What follows belongs to an exercise in optimizing a design on an open flow for a short achievable clock period, few clock cycles per item and low power; a production flow would make more cautious choices. The RTL was checked by simulation tests, not by an equivalence proof against the original design. Power and IR drop assume default switching activity.

## flow/design.v (module list and top-level ports; edited modules follow where they fit)
// module fp_round_pack: 99 lines
// module fp_mul_pipe: 2218 lines
// module fp_fa: 10 lines
// module fp_ha: 9 lines
module fp_mul_pipe (
   input  logic        clk,
   input  logic        rst,
   input  logic        in_valid,
   output logic        in_ready,
   input  logic [31:0] op1,
   input  logic [31:0] op2,
   output logic        out_valid,
   input  logic        out_ready,
   output logic [31:0] res,
   output logic [3:0]  flags
);
  // ...
==> flow/flow/run.sh <==
#!/bin/bash
set -euo pipefail
bash standard.sh SETUP_SLACK_MARGIN=6.45 finish > orfs_make.log 2>&1
==> flow/standard.sh <==
#!/bin/bash
# synth_recipe.tcl (not shown) runs the flow's synth.tcl, then flattens the netlist and writes it again
# the make line also repeats each setting of config.mk as NAME=value (left out here)
make -C /OpenROAD-flow-scripts/flow DESIGN_CONFIG=/design/flow/config.mk WORK_HOME=/design/flow/orfs CLKGATE_MAP_FILE= SYNTH_SCRIPT=/design/flow/synth_recipe.tcl "${@:-finish}"
==> flow/config.mk <==
export PLATFORM = sky130hd
export DESIGN_NAME = fp_mul_pipe
export DESIGN_NICKNAME = fp_mul_pipe
export VERILOG_FILES = /design/flow/design.v
export SDC_FILE = /design/flow/constraint.sdc
export NUM_CORES = 4
export LEC_CHECK = 0
export CAP_MARGIN = 20
export CORE_MARGIN = 2
export CORE_UTILIZATION = 40
export CTS_BUF_LIST = sky130_fd_sc_hd__clkbuf_8
export CTS_CLUSTER_DIAMETER = 60
export CTS_CLUSTER_SIZE = 20
export SLEW_MARGIN = 20
export SYNTH_HIERARCHICAL = 1
==> flow/constraint.sdc <==
create_clock -name core_clock -period 10.0 [get_ports {clk}]
set_input_delay 2.0000 -clock core_clock [delete_from_list [all_inputs] [get_ports {clk}]]
set_output_delay 2.0000 -clock core_clock [all_outputs]
set_load 0.01 [all_outputs]
==> results.ini, run 1 <==
[outcome]
status=finished clean

[clock_tree]
cts_made_buffers=28
clock_path_buffers=3
cts-root-buf=clkbuf_8

[global_route]
global_route.overflow_total=0
grt_use_met3=0.04201

[routing]
dr_wl_met3_um=6209
wl_met2_um=32690
route.detailed.drc=0
met1_length_um=28430

[sta]
worst_pin_slew_ns=1.086
setup_tns_ns=0
whs_ns=0.4217
rsz0062_at_grt=true

[cells_and_area]
finalInstanceArea_mm2=0.03076
clockBufferCount=28
nets=2712
seqCellArea_mm2=0.008845
antennaDiodeCount=1

[power]
powerDensity_mw_per_mm2=288.2
ir_drop_v=0.0002005
p_seq_frac=0.297
intPower_w=0.005179

[yosys]
syn_nets=2622
yosysSeqAreaShare=0.3416
async_flop_share=0.02540
ys_top_cells_by_area=edfxtp_1, fa_1, xnor2_1, a22oi_1, ha_1
synth.top_cell.area_share=0.2788
postSynthCellCount=2169
synth_common_cells=xnor2_1, a22oi_1, fa_1

[worst_setup_path]
crit_fanout=36
crit_buf_inv=2
r2r_start=s0_fa[6]
path_cells=clkdlybuf4s50_1 -> nand2b_4 -> inv_4 -> ha_4 -> nor2b_4 -> nor2_4
arrival_ns=3.92
cp.required_ns=10.26
critical_path_class=in2reg

[floorplanning]
coreArea_mm2=0.06308
rows=92
die_w_um=256.6
start_util=0.4046

[placed_design]
place_ws_ns=5.511
gp_congestion=0.8668

Testbench counts, summed over its fixed seeds: cycles 32,032, items 32,000.
==> run 2: changes to the inputs <==
--- a/flow/design.v
+++ b/flow/design.v
@@ -126,16 +126,17 @@
    output logic [3:0]  flags
 );
    logic        en;         
    logic        v0, v1, v2;
    logic [1:0]  sk_n;       
    logic        sk_full;
    logic [35:0] sk1, sk2;
    logic        deliver, arrive, take;
+   logic        sn0, sn1, sn2, ld1, ld2;
    logic        s0_sign;
    logic [1:0]  s0_spec;
    logic [8:0]  s0_esum;     
    logic [22:0] s0_fa;
    logic [11:0] s0_one, s0_two;
    logic [10:0] s0_neg;
    logic [11:0] enc_one, enc_two;
    logic [10:0] enc_neg;
@@ -2313,27 +2314,25 @@
             2'b10:   sk_n <= (sk_n == 2'd0) ? 2'd0 : sk_n - 2'd1;
             2'b01:   sk_n <= sk_n + 2'd1;
             default: sk_n <= sk_n;
          endcase
          sk_full  <= (sk_n == 2'd2 && !take) || (sk_n == 2'd1 && !take && arrive);
          in_ready <= (sk_n == 2'd0 && (take || !arrive)) || (sk_n == 2'd1 && take && !arrive);
       end
    end
+   assign sn0     = (sk_n == 2'd0);
+   assign sn1     = (sk_n == 2'd1);
+   assign sn2     = (sk_n == 2'd2);
+   assign ld1     = out_ready ? !sn0 : (out_valid ? (arrive && sn0) : !sn0);
+   assign ld2     = !out_ready && out_valid && arrive && sn1;
    always_ff @(posedge clk) begin
-      if (take) begin
-         if (sk_n != 2'd0) {flags, res} <= sk1;
-         else              {flags, res} <= {rp_flags, rp_res};
-      end
-      if (take && sk_n != 2'd0) begin
-         sk1 <= (sk_n == 2'd2) ? sk2 : {rp_flags, rp_res};
-      end else if (arrive && !take) begin
-         if (sk_n == 2'd0) sk1 <= {rp_flags, rp_res};
-         else              sk2 <= {rp_flags, rp_res};
-      end
+      if (take) {flags, res} <= sn0 ? {rp_flags, rp_res} : sk1;
+      if (ld1)  sk1 <= sn2 ? sk2 : {rp_flags, rp_res};
+      if (ld2)  sk2 <= {rp_flags, rp_res};
    end
 endmodule
 module fp_fa (
    input  logic a,
    input  logic b,
    input  logic c,
    output logic s,
    output logic co
==> flow/flow/run.sh (replaced) <==
#!/bin/bash
set -euo pipefail
bash standard.sh SETUP_SLACK_MARGIN=6.45 "BUFFER_PORTS_ARGS=-buffer_cell sky130_fd_sc_hd__buf_4" finish > orfs_make.log 2>&1
==> run 2 against run 1 <==
Against the previous run:
- still clean
- global-route usage about the same
- setup slack improved by 0.011 ns
- non-clock buffer count grew 8
- critical path depth up 3
- worst hold slack about the same
- die area is 0.24% lower
- via count is 0.49% higher
- clock skew down 0.036 ns
- maximum frequency rose by 0.30%
- sequential share of layout area increased by 0.34 points
==> results.ini, run 2 <==
[outcome]
status=finished clean  ; unchanged

[power]
p_comb_frac=0.599  ; was 0.611
powerDensity_mw_per_mm2=294.9  ; was 288.2 mW/mm²
power.leakage_nw=11.39  ; was 11.45 nW
ir_drop_v=0.0001983  ; was 0.0002005 V
intPower_w=0.005275  ; was 0.005179 W
swShare=0.4128  ; was 0.4157
p_seq_frac=0.293  ; was 0.297
p_switching_w=0.003708  ; was 0.003684 W
power.share.clock=0.108  ; was 0.092

[clock_tree]
clk_pin_slew_ns=0.10  ; was 0.12 ns
ctsHoldBuffers=0  ; unchanged
clock_sinks=315  ; unchanged
htreeDepth=1  ; unchanged
cts_made_buffers=31  ; was 28
clkLatencyLatePin_ns=0.71  ; about the same
clock_path_buffers=3  ; unchanged
cts-root-buf=clkbuf_8  ; unchanged
tritoncts=done  ; unchanged

[routing]
drt_iter0_drc=1767  ; was 1613
ant_nets=0  ; unchanged
num_vias=18150  ; was 18.06k
routed_wl_um=74680  ; was 71100 µm
wl_per_cell_um=23.80  ; was 22.73 µm
route.detailed.drc=0  ; unchanged
via_per_inst=5.785  ; was 5.774
drtPass1Iterations=6  ; unchanged

[worst_setup_path]
r2r_start=s0_fa[8]  ; was s0_fa[6]
arrival_ns=4.07  ; was 3.92 ns
reg2regPathDepth=9  ; unchanged
path_cells=buf_12 -> buf_6 -> a22oi_2 -> xnor2_2 -> fa_2 -> fa_2 -> fa_2 -> fa_2 -> fa_2  ; was clkdlybuf4s50_1 -> nand2b_4 -> inv_4 -> ha_4 -> nor2b_4 -> nor2_4
r2r_slack_ns=6.34  ; about the same
crit_fanout=11  ; was 36
rr_endpoint=s1_y[23]  ; was s1_y[24]
critical_path_class=reg2reg  ; was in2reg
end_kind=flop  ; unchanged
cp_common_cell=fa_2
slowest_stage=fa_2  ; was nor2_4
cp.required_ns=10.41  ; was 10.26 ns
start_kind=flop  ; was input port
max_stage_delay_ns=0.58  ; was 0.79 ns

[yosys]
synth_ff_type=edfxtp_1  ; unchanged
synth.top_cell.area_share=0.2795  ; was 0.2788
syn_nets=2616  ; was 2622
synth_common_cells=xnor2_1, a22oi_1, fa_1  ; unchanged
ys_ff_latch=315  ; unchanged
syn_avg_cell_area_um2=11.77  ; about the same
yosysTopAreaCell=edfxtp_1  ; unchanged
yosysSeqAreaShare=0.3424  ; was 0.3416
yosysMostFrequentCell=xnor2_1  ; unchanged
ys_types=79  ; was 86
postSynthCellCount=2164  ; was 2169
synth_edf_count=237  ; unchanged
ys_warn_count=8  ; unchanged
async_flop_share=0.02540  ; unchanged
ys_top_cells_by_area=edfxtp_1, fa_1, xnor2_1, a22oi_1, ha_1  ; unchanged
synthesis.area_mm2=0.02546  ; was 0.02552 mm²

[cells_and_area]
largest_registers=s1_x: 37 flops, s1_y: 37 flops  ; unchanged
drive_above_1_share=0.2621  ; was 0.2319
final_common_cell=xnor2_1  ; unchanged
final_cell_mix=xnor2_1, edfxtp_1, fa_1  ; was xnor2_1, edfxtp_1, a22oi_1
final_util=0.4838  ; was 0.4876
nets=2716  ; was 2712
stdcell_count=3137  ; was 3128
syn2layout_area_growth_pct=19.65  ; was 20.51%

[floorplanning]
die_w_um=256.3  ; was 256.6 µm
rows=92  ; unchanged
coreArea_mm2=0.06297  ; was 0.06308 mm²
die_area_mm2=0.06568  ; was 0.06584 mm²
start_util=0.4044  ; was 0.4046
die_y_um=256.3  ; was 256.6 µm
io_pins=106  ; unchanged

[global_route]
grt_pass1_vias=18750  ; was 18.85k
gr-usage-all-layers=0.2123  ; was 0.2128
global_route.overflow_total=0  ; unchanged
grt_antenna_before_repair=1  ; was 3
grt_first_pass_wirelength_um=110000  ; was 109700 µm
grt_max_degree=67  ; was 77

[placed_design]
placed_cells=2999  ; was 3005
gp_congestion=0.8586  ; was 0.8668
dp_hpwl_um=45040  ; was 43910 µm
place_ws_ns=5.738  ; was 5.511 ns
io_buffers=105  ; unchanged

[sta]
whs_ns=0.4221  ; was 0.4217 ns
finalSetupViolCount=0  ; unchanged
fmax_ghz=0.2735  ; was 0.2727 GHz
fin_ws_ns=6.344  ; was 6.333 ns
setup_tns_ns=0  ; unchanged
worst_pin_slew_ns=1.073  ; was 1.086 ns
hold_viol_final=0  ; unchanged
max-slew-margin-rel=0.2827  ; was 0.2739
drv_slew=0  ; unchanged
fin_skew_ns=0.06231  ; was 0.09785 ns
min_period_over_period=0.3656  ; was 0.3667
period_needed_ns=3.656  ; was 3.667 ns
rsz0062_at_grt=true  ; unchanged

[run]
cap_violations=0  ; unchanged

[worst_hold_path]
whs_path_depth=0  ; unchanged
min_from=s0_spec[0]  ; was s0_spec[1]
hold-path-endpoint=s1_spec[0]  ; was s1_spec[1]
hold_path_class=reg2reg  ; unchanged

==> run 2: changes by cell type after synthesis, moves of 4 or more <==
cell     delta
nor2_1      -6
xnor2_1     +5
a21oi_1     +4
nor2b_1     -4
nor3_1      -4
==> run 2: critical path, delay by kind of cell (launching register included) <==
kind	cells	cell delay, ns
adders and majority gates	5	2.37
DFF	1	0.36
buffers and inverters	2	0.28
xor gates and xnor gates	1	0.12
AOI/OAI and AO/OA	1	0.23
==> run 2: cells by family after synthesis <==
kind of cell / synth area share
AOI/OAI and AO/OA: 0.1323
xor gates and xnor gates: 0.1221
adders and majority gates: 0.2645
buffers and inverters: 0.04447
DFF: 0.3424
muxes: 0.03509
other: 0.0001473
and+or+nand+nor: 0.05892
==> run 2: what timing repair did <==
action                     CTS  global route
pin swaps                   14            87
setup buffers               19            32
setup endpoints to repair   65            76
gates resized for setup    153           218
cloned                       9            18
==> run 2: through the flow <==
step / power [W] / cell area, µm²
final: 0.008983 / 30460
after global routing: 0.009783 / 30460
after CTS: 0.008768 / 28860
after detailed placement: 0.007659 / 27050
after global placement: 0.007474 / 27050
after floorplan: 0.006167 / 25570
==> run 2: cell type report <==
| cell class | instances | area [µm²] |
|---|---|---|
| multi-input combinational | 1559 | 16410 |
| clock inverter | 27 | 345.3 |
| antenna | 2 | 5.005 |
| timing repair buffer | 231 | 2875 |
| clock buffer | 31 | 426.7 |
| tap | 846 | 1059 |
| fill | 5536 | 32500 |
| inverter | 126 | 475.5 |
| sequential | 315 | 8862 |
==> run 2: worst max-delay path by stage <==
| stage | from | end | slack (ns) |
|---|---|---|---|
| global route | s0_fa[18] | s1_y[26] | 6.31 |
| global placement | s0_one[1] | s1_lz | 5.71 |
| detailed placement | s0_fa[22] | s1_y[23] | 5.74 |
| CTS | s0_fa[9] | s1_lz | 6.40 |
| finish | s0_fa[8] | s1_y[23] | 6.34 |
| floorplan | s0_fa[14] | s1_y[23] | 6.45 |
==> run 2: routing by layer <==
layer / track usage / wire length (µm) / share of wire
met1: 0.2828 / 29240 / 0.39
met2: 0.3476 / 34280 / 0.46
met3: 0.03401 / 7010 / 0.094
met4: 0.08203 / 4152 / 0.056
met5: 0 / 0 / 0
==> run 2: power groups by stage <==
stage,clock network (W),logic (W),registers [W]
global placement,0,0.00482,0.00265
finish,0.000970,0.00538,0.00263
detailed placement,0,0.00499,0.00267
global route,0.00105,0.00605,0.00269
CTS,0.000997,0.00514,0.00263
floorplan,0,0.00359,0.00258
==> run 2: per-module statistics from Yosys (local to each module, per instance) <==
module / area (µm²) / copies in the design / cells inside / flip-flops and latches
fp_ha: 12.51 / 32 / 1 / 0
fp_round_pack: 1916 / 1 / 289 / 0
fp_mul_pipe: 18060 / 1 / 1589 / 315
fp_fa: 20.02 / 254 / 1 / 0
Testbench counts of run 2, summed over its fixed seeds: cycles 32,032, items 32,000.
==> run 3: changes to the inputs <==
==> flow/flow/run.sh (replaced) <==
#!/bin/bash
set -euo pipefail
bash standard.sh SETUP_SLACK_MARGIN=6.3 finish > orfs_make.log 2>&1
--- a/flow/config.mk
+++ b/flow/config.mk
@@ -12,4 +12,5 @@
 export CTS_CLUSTER_DIAMETER = 60
 export CTS_CLUSTER_SIZE = 20
+export PLACE_DENSITY = 0.75
 export SLEW_MARGIN = 20
 export SYNTH_HIERARCHICAL = 1
==> run 3 against run 2 <==
Against the previous run:
- cell area shrank 5.2%
- clock power shrank 11%
- final cell count shrank 2.1%
- setup slack lost 0.050 ns
- maximum frequency shrank 1.4%
- utilization shrank 2.5 points
- critical endpoint is now s1_lz
- largest power group unchanged
==> results.ini, run 3 <==
[outcome]
status=finished clean  ; unchanged

[yosys]
synth_common_cells=xnor2_1, a22oi_1, fa_1  ; unchanged
ys_top_cells_by_area=edfxtp_1, fa_1, xnor2_1, a22oi_1, ha_1  ; unchanged
async_flop_share=0.02540  ; unchanged
yosysSeqAreaShare=0.3424  ; unchanged
ys_warn_count=8  ; unchanged
ys_types=79  ; unchanged
synthesis.area_mm2=0.02546  ; unchanged
synth_edf_count=237  ; unchanged
synth_compound_area_frac=0.1323  ; unchanged
synth_ff_type=edfxtp_1  ; unchanged
synthAdderAreaFrac=0.2645  ; unchanged
ys_ff_latch=315  ; unchanged
postSynthCellCount=2164  ; unchanged
synth_top_family_by_area=adder cells  ; unchanged
synth-simple-area-share=0.05892  ; unchanged
syn_nets=2616  ; unchanged
synth.area.mux_share=0.03509  ; unchanged
synth_xor_area_frac=0.1221  ; unchanged
syn_avg_cell_area_um2=11.77  ; unchanged
synth.top_cell.area_share=0.2795  ; unchanged
yosysTopAreaCell=edfxtp_1  ; unchanged
yosysMostFrequentCell=xnor2_1  ; unchanged

[worst_hold_path]
min_from=s0_sign  ; was s0_spec[0]
hold-path-endpoint=s1_sign  ; was s1_spec[0]
hold_path_class=reg2reg  ; unchanged
whs_path_depth=0  ; unchanged

[worst_setup_path]
reg2regPathDepth=12  ; was 9
start_kind=flop  ; unchanged
critical_path_class=reg2reg  ; unchanged
r2r_slack_ns=6.29  ; was 6.34 ns
cp.required_ns=10.52  ; was 10.41 ns
end_kind=flop  ; unchanged
crit_path_start=s0_fa[6]  ; was s0_fa[8]
rr_endpoint=s1_lz  ; was s1_y[23]
crit_fanout=25  ; was 11
r2r_start=s0_fa[6]  ; was s0_fa[8]
arrival_ns=4.22  ; was 4.07 ns

[routing]
wl_met2_um=29610  ; was 34280 µm
route.detailed.drc=0  ; unchanged
via_per_inst=5.816  ; was 5.785
routed_wl_um=66450  ; was 74680 µm
dr_wl_met3_um=6726  ; was 7010 µm
top_layer_used=met4  ; unchanged
met1_length_um=26220  ; was 29240 µm
num_vias=17870  ; was 18.15k
drt_iter0_drc=1896  ; was 1767
ant_nets=0  ; unchanged
wl_per_cell_um=21.63  ; was 23.80 µm
drtPass1Iterations=7  ; was 6

[sta]
fmax_ghz=0.2698  ; was 0.2735 GHz
period_needed_ns=3.706  ; was 3.656 ns
worst_pin_slew_ns=1.044  ; was 1.073 ns
fin_skew_ns=0.06592  ; was 0.06231 ns
drv_slew=0  ; unchanged
rsz0062_at_grt=true  ; unchanged
finalSetupViolCount=0  ; unchanged
max-slew-margin-rel=0.3042  ; was 0.2827
hold_viol_final=0  ; unchanged
setup_tns_ns=0  ; unchanged
min_period_over_period=0.3706  ; was 0.3656

[floorplanning]
coreArea_mm2=0.06297  ; unchanged
start_util=0.4044  ; unchanged
die_y_um=256.3  ; unchanged
die_area_mm2=0.06568  ; unchanged
die_w_um=256.3  ; unchanged
rows=92  ; unchanged
io_pins=106  ; unchanged

[clock_tree]
clock_sinks=315  ; unchanged
clk_pin_slew_ns=0.12  ; was 0.10 ns
ctsHoldBuffers=0  ; unchanged
tritoncts=done  ; unchanged
cts-root-buf=clkbuf_8  ; unchanged
htreeDepth=1  ; unchanged
cts_made_buffers=28  ; was 31
clkLatencyLatePin_ns=0.70  ; was 0.71 ns
clock_path_buffers=3  ; unchanged

[cells_and_area]
final_cell_mix=xnor2_1, a22oi_1, fa_1  ; was xnor2_1, edfxtp_1, fa_1
nets=2654  ; was 2716
drive_above_1_share=0.1254  ; was 0.2621
stdcell_count=3072  ; was 3137
final_common_cell=xnor2_1  ; unchanged
largest_registers=s1_x: 37 flops, s1_y: 37 flops  ; unchanged
syn2layout_area_growth_pct=13.40  ; was 19.65%
fillers=5556  ; was 5536

[global_route]
gr-usage-all-layers=0.1887  ; was 0.2123
grt_max_degree=71  ; was 67
grt_first_pass_wirelength_um=100100  ; was 110000 µm
grt_pass1_vias=18180  ; was 18.75k
global_route.overflow_total=0  ; unchanged
grt_antenna_before_repair=1  ; unchanged

[power]
ir_drop_v=0.0001623  ; was 0.0001983 V
total_power_w=0.008615  ; was 0.008983 W
powerDensity_mw_per_mm2=298.4  ; was 294.9 mW/mm²
power.leakage_nw=10.60  ; was 11.39 nW

[placed_design]
dp_hpwl_um=43110  ; was 45040 µm
gp_congestion=0.8927  ; was 0.8586
placed_cells=2990  ; was 2999
io_buffers=105  ; unchanged

[run]
cap_violations=0  ; unchanged

## run 3: repair_timing
item                                    in CTS  in global routing
endpoints found under the hold margin        0                  0
gates resized for setup                     57                100
buffers inserted                             1                 17
endpoints found under the setup margin      96                 69
cloned                                       1                  9
pin swaps                                    1                 18
## run 3: cell type report
type | count | area, µm² | area share
diodes | 2 | 5.005 | 0.0001733
clock buffers | 29 | 399.1 | 0.01382
clock inverters | 23 | 284.0 | 0.009837
inverters | 126 | 475.5 | 0.01647
multi-input cells | 1560 | 15760 | 0.5457
flip-flops and latches | 315 | 8835 | 0.3060
well taps | 846 | 1059 | 0.03666
repair buffers | 171 | 2059 | 0.07133
## run 3: routing by layer
| metal | up-vias | GRT usage |
|---|---|---|
| met4 | 0 | 0.06823 |
| li1 | 7808 | - |
| met2 | 1031 | 0.3048 |
| met1 | 8778 | 0.2504 |
| met5 | - | 0 |
| met3 | 250 | 0.04013 |
## run 3: modules after synthesis (local to each module, per instance)
module,cells inside,copies in the design
fp_mul_pipe,1589,1
fp_round_pack,289,1
fp_fa,1,254
fp_ha,1,32
## run 3: per-stage QoR
step | setup slack [ns] | hold slack [ns] | instance area [µm²] | utilization
2_1_floorplan | 6.303 | 0.3855 | 25510 | -
3_3_place_gp | 5.557 | 0.3972 | 27240 | 0.4326
3_5_place_dp | 5.453 | 0.3912 | 27240 | 0.4326
4_1_cts | 6.182 | 0.4160 | 28080 | 0.4460
5_1_grt | 6.082 | 0.4213 | 28870 | 0.4585
6_report | 6.294 | 0.4151 | 28870 | 0.4585
## run 3: how the worst max path moves through the flow
| stage | to | slack (ns) | cells past startpoint |
|---|---|---|---|
| floorplan | s1_y[22] | 6.30 | 9 |
| global placement | sk1[0] | 5.56 | 4 |
| detailed placement | sk1[4] | 5.45 | 4 |
| CTS | s1_lz | 6.18 | 12 |
| global route | s1_lz | 6.08 | 12 |
| finish | s1_lz | 6.29 | 12 |
## run 3: logic make-up after synthesis
group	Yosys count
AOI/OAI and AO/OA	465
adders and majority gates	384
and+or+nand+nor	273
muxes	80
other	1
buffers and inverters	291
xor gates and xnor gates	355
DFF	315
## run 3: critical path, cell delays in order, from the launching register on
cell     delay (ns)
dfxtp_1        0.41
buf_12         0.22
a22oi_1        0.13
xnor2_1        0.28
fa_1           0.49
fa_1           0.43
fa_1           0.55
inv_1          0.06
ha_1           0.28
xnor2_1        0.13
nor4_1         0.18
nand4_1        0.18
nor4_2         0.18
## run 3: power by group
group | switching, W | internal [W] | total (W)
Combinational | 0.00274 | 0.00237 | 0.00511
Clock | 0.000524 | 0.000342 | 0.000865
Sequential | 0.000301 | 0.00234 | 0.00264
Total | 0.00356 | 0.00505 | 0.00861
==> run 4: changes to the inputs <==
--- a/flow/config.mk
+++ b/flow/config.mk
@@ -12,5 +12,4 @@
 export CTS_CLUSTER_DIAMETER = 60
 export CTS_CLUSTER_SIZE = 20
-export PLACE_DENSITY = 0.75
 export SLEW_MARGIN = 20
 export SYNTH_HIERARCHICAL = 1
==> run 4 against run 3 <==
Against the previous run:
- synthesized area did not move
- synthesized cell count did not move
- highest routed layer unchanged
- cell area rose by 0.49%
==> results.ini, run 4 <==
[yosys]
ys_top_cells_by_area=edfxtp_1, fa_1, xnor2_1, a22oi_1, ha_1  ; unchanged
ys_types=79  ; unchanged
synthesis.area_mm2=0.02546  ; unchanged
postSynthCellCount=2164  ; unchanged
syn_avg_cell_area_um2=11.77  ; unchanged
ys_ff_latch=315  ; unchanged
yosysSeqAreaShare=0.3424  ; unchanged
synth_ff_type=edfxtp_1  ; unchanged
ys_warn_count=8  ; unchanged
yosysMostFrequentCell=xnor2_1  ; unchanged
syn_nets=2616  ; unchanged
yosysTopAreaCell=edfxtp_1  ; unchanged
synth_edf_count=237  ; unchanged
async_flop_share=0.02540  ; unchanged
synth.top_cell.area_share=0.2795  ; unchanged
synth_common_cells=xnor2_1, a22oi_1, fa_1  ; unchanged

[cells_and_area]
fillers=5709  ; was 5556
final_common_cell=xnor2_1  ; unchanged
nets=2659  ; was 2654
drive_above_1_share=0.1268  ; was 0.1254
final_cell_mix=xnor2_1, a22oi_1, fa_1  ; unchanged
syn2layout_area_growth_pct=13.95  ; was 13.40%
largest_registers=s1_x: 37 flops, s1_y: 37 flops  ; unchanged

[sta]
period_needed_ns=3.672  ; was 3.706 ns
whs_ns=0.4150  ; was 0.4151 ns
fmax_ghz=0.2723  ; was 0.2698 GHz
setup_tns_ns=0  ; unchanged
fin_skew_ns=0.05042  ; was 0.06592 ns
max-slew-margin-rel=0.3339  ; was 0.3042
rsz0062_at_grt=true  ; unchanged
min_period_over_period=0.3672  ; was 0.3706
worst_pin_slew_ns=0.9991  ; was 1.044 ns
finalSetupViolCount=0  ; unchanged
hold_viol_final=0  ; unchanged
drv_slew=0  ; unchanged

[global_route]
grt_first_pass_wirelength_um=100700  ; was 100100 µm
grt_util_met2=0.3111  ; was 0.3048
grt_max_degree=69  ; was 71
grt_use_met3=0.02807  ; was 0.04013
busiest_layer=met2  ; unchanged
gr-usage-all-layers=0.1901  ; was 0.1887
global_route.overflow_total=0  ; unchanged
grt_pass1_vias=17970  ; was 18.18k
grt_antenna_before_repair=1  ; unchanged
use_met1=0.2591  ; was 0.2504

[placed_design]
dp_hpwl_um=43790  ; was 43110 µm
gp_congestion=0.8856  ; was 0.8927
io_buffers=105  ; unchanged

[clock_tree]
cts_made_buffers=30  ; was 28
clk_pin_slew_ns=0.11  ; was 0.12 ns
ctsHoldBuffers=0  ; unchanged
tritoncts=done  ; unchanged
clock_path_buffers=3  ; unchanged
htreeDepth=1  ; unchanged
clkLatencyLatePin_ns=0.70  ; about the same
clock_sinks=315  ; unchanged
cts-root-buf=clkbuf_8  ; unchanged

[worst_setup_path]
reg2regPathDepth=8  ; was 12
critical_path_class=reg2reg  ; unchanged
end_kind=flop  ; unchanged
cp.required_ns=10.41  ; was 10.52 ns
crit_fanout=13  ; was 25
arrival_ns=4.08  ; was 4.22 ns
start_kind=flop  ; unchanged

[floorplanning]
die_y_um=256.3  ; unchanged
die_area_mm2=0.06568  ; unchanged
io_pins=106  ; unchanged
die_w_um=256.3  ; unchanged
start_util=0.4044  ; unchanged
coreArea_mm2=0.06297  ; unchanged
rows=92  ; unchanged

[power]
p_switching_w=0.003558  ; was 0.003565 W
power.leakage_nw=10.69  ; was 10.60 nW
powerDensity_mw_per_mm2=297.8  ; was 298.4 mW/mm²
p_comb_frac=0.590  ; was 0.593
p_seq_frac=0.303  ; was 0.307
intPower_w=0.005082  ; was 0.005050 W
power.share.clock=0.106  ; was 0.100
ir_drop_v=0.0002013  ; was 0.0001623 V
swShare=0.4118  ; was 0.4138

[routing]
drt_iter0_drc=1440  ; was 1896
route.detailed.drc=0  ; unchanged
routed_wl_um=65360  ; was 66450 µm
ant_nets=0  ; unchanged
num_vias=17380  ; was 17.87k
drtPass1Iterations=6  ; was 7
via_per_inst=5.646  ; was 5.816
wl_per_cell_um=21.23  ; was 21.63 µm

[run]
cap_violations=0  ; unchanged

[worst_hold_path]
whs_path_depth=0  ; unchanged
hold_path_class=reg2reg  ; unchanged

[outcome]
status=finished clean  ; unchanged

[run 4: final cells by class]
| cell class | count | area (µm²) | share of cell area |
|---|---|---|---|
| multi-input cells | 1558 | 15750 | 0.5430 |
| flip-flops and latches | 315 | 8797 | 0.3032 |
| clock buffers | 33 | 454.2 | 0.01565 |
| clock inverters | 23 | 285.3 | 0.009833 |
| inverters | 126 | 475.5 | 0.01639 |
| diodes | 1 | 2.502 | 0.00008625 |
| repair buffers | 176 | 2186 | 0.07534 |
| well taps | 846 | 1059 | 0.03648 |
[run 4: through the flow]
stage          instance area (µm²)  setup slack, ns  std cells  utilization  power, W
6_report                     29010            6.328       3078       0.4608  0.008640
5_1_grt                      29010            6.199       3078       0.4608  0.009472
4_1_cts                      28360            6.265       3059       0.4505  0.008661
3_5_place_dp                 27330            5.647       2999       0.4341  0.007693
3_3_place_gp                 27300            5.493       2998       0.4336  0.007518
2_1_floorplan                25510            6.303       2164            -  0.006164
[run 4: per-layer routing]
metal,share of wire,up-vias
li1,-,7817
met1,0.42,8627
met2,0.46,746
met3,0.076,188
met4,0.042,0
met5,0,-
[run 4: final timing paths]
check	slack, ns	end	startpoint
setup / recovery	6.33	s1_y[28]	s0_fa[19]
hold / removal	0.41	s1_sign	s0_sign
setup reg to reg	6.33	s1_y[28]	s0_fa[19]
hold reg to reg	0.41	s1_sign	s0_sign
max in group asynchronous	8.17	v0	rst
min in group asynchronous	1.56	sk_n[0]	rst
[run 4: worst max-delay path, cell delays in order, from the launching register on]
cell,delay [ns]
dfxtp_2,0.38
buf_12,0.16
a22oi_1,0.22
xnor2_1,0.17
fa_1,0.48
fa_1,0.52
fa_1,0.41
fa_2,0.59
fa_1,0.43
[run 4: repair_timing]
| action | 4_1_cts | 5_1_grt |
|---|---|---|
| buffers inserted | 2 | 10 |
| endpoints found under the setup margin | 57 | 31 |
| resized for setup | 71 | 84 |
| pin swaps | 2 | 21 |
| gates cloned | 2 | 8 |
[run 4: power groups by stage]
| stage | registers, W | clock network (W) | logic [W] |
|---|---|---|---|
| after floorplan | 0.00258 | 0 | 0.00358 |
| final | 0.00262 | 0.000919 | 0.00510 |
| after detailed placement | 0.00266 | 0 | 0.00503 |
| after CTS | 0.00263 | 0.000958 | 0.00507 |
| after global routing | 0.00268 | 0.00100 | 0.00579 |
| after global placement | 0.00265 | 0 | 0.00487 |
[run 4: cell families after synthesis]
family,Yosys count,synth area share
compound gates,465,0.1323
xor+xnor,355,0.1221
fa+ha+maj,384,0.2645
buf+inv,291,0.04447
flops,315,0.3424
mux,80,0.03509
other cells,1,0.0001473
simple gates,273,0.05892
[run 4: per-module statistics from Yosys, one instance, submodules excluded]
module	flops+latches	area (µm²)	copies in the design
fp_fa	0	20.02	254
fp_ha	0	12.51	32
fp_mul_pipe	315	18060	1
fp_round_pack	0	1916	1

-- afterwards: timing with drivers on the ports --
The flow's constraints put no driver on any port. The routed layouts listed below were extracted and timed again, unchanged, in two steps. Step 1: set_driving_cell puts a clkbuf_16 on clk and a buf_2 on each other input, an assumption about the parent block. Step 2 moves the port delays by t, midway between the first and last clock arrival at a register: inputs arrive t later, outputs are due t later. That takes back most of the time a late clock gives input paths. Three values: ideal ports, drivers, drivers and shift; two values: the first two.
| run | t, ns | slack for setup (ns) | worst register clock-pin slew, ns | worst data-port slew with drivers (ns) |
|---|---|---|---|---|
| run 1 | 0.715 | 6.333 / 6.335 / 5.649 | 0.12 / 0.12 | 0.06 |
| run 2 | 0.732 | 6.344 / 6.344 / 6.083 | 0.12 / 0.12 | 0.07 |
| run 3 | 0.716 | 6.294 / 6.294 / 5.750 | 0.12 / 0.12 | 0.05 |
| run 4 | 0.728 | 6.328 / 6.328 / 5.747 | 0.12 / 0.12 | 0.05 |
After both steps setup and hold are still met in every run listed. The setup slack of run 1, which loses most, moves by +0.002 ns with the drivers and by -0.684 ns with both steps.
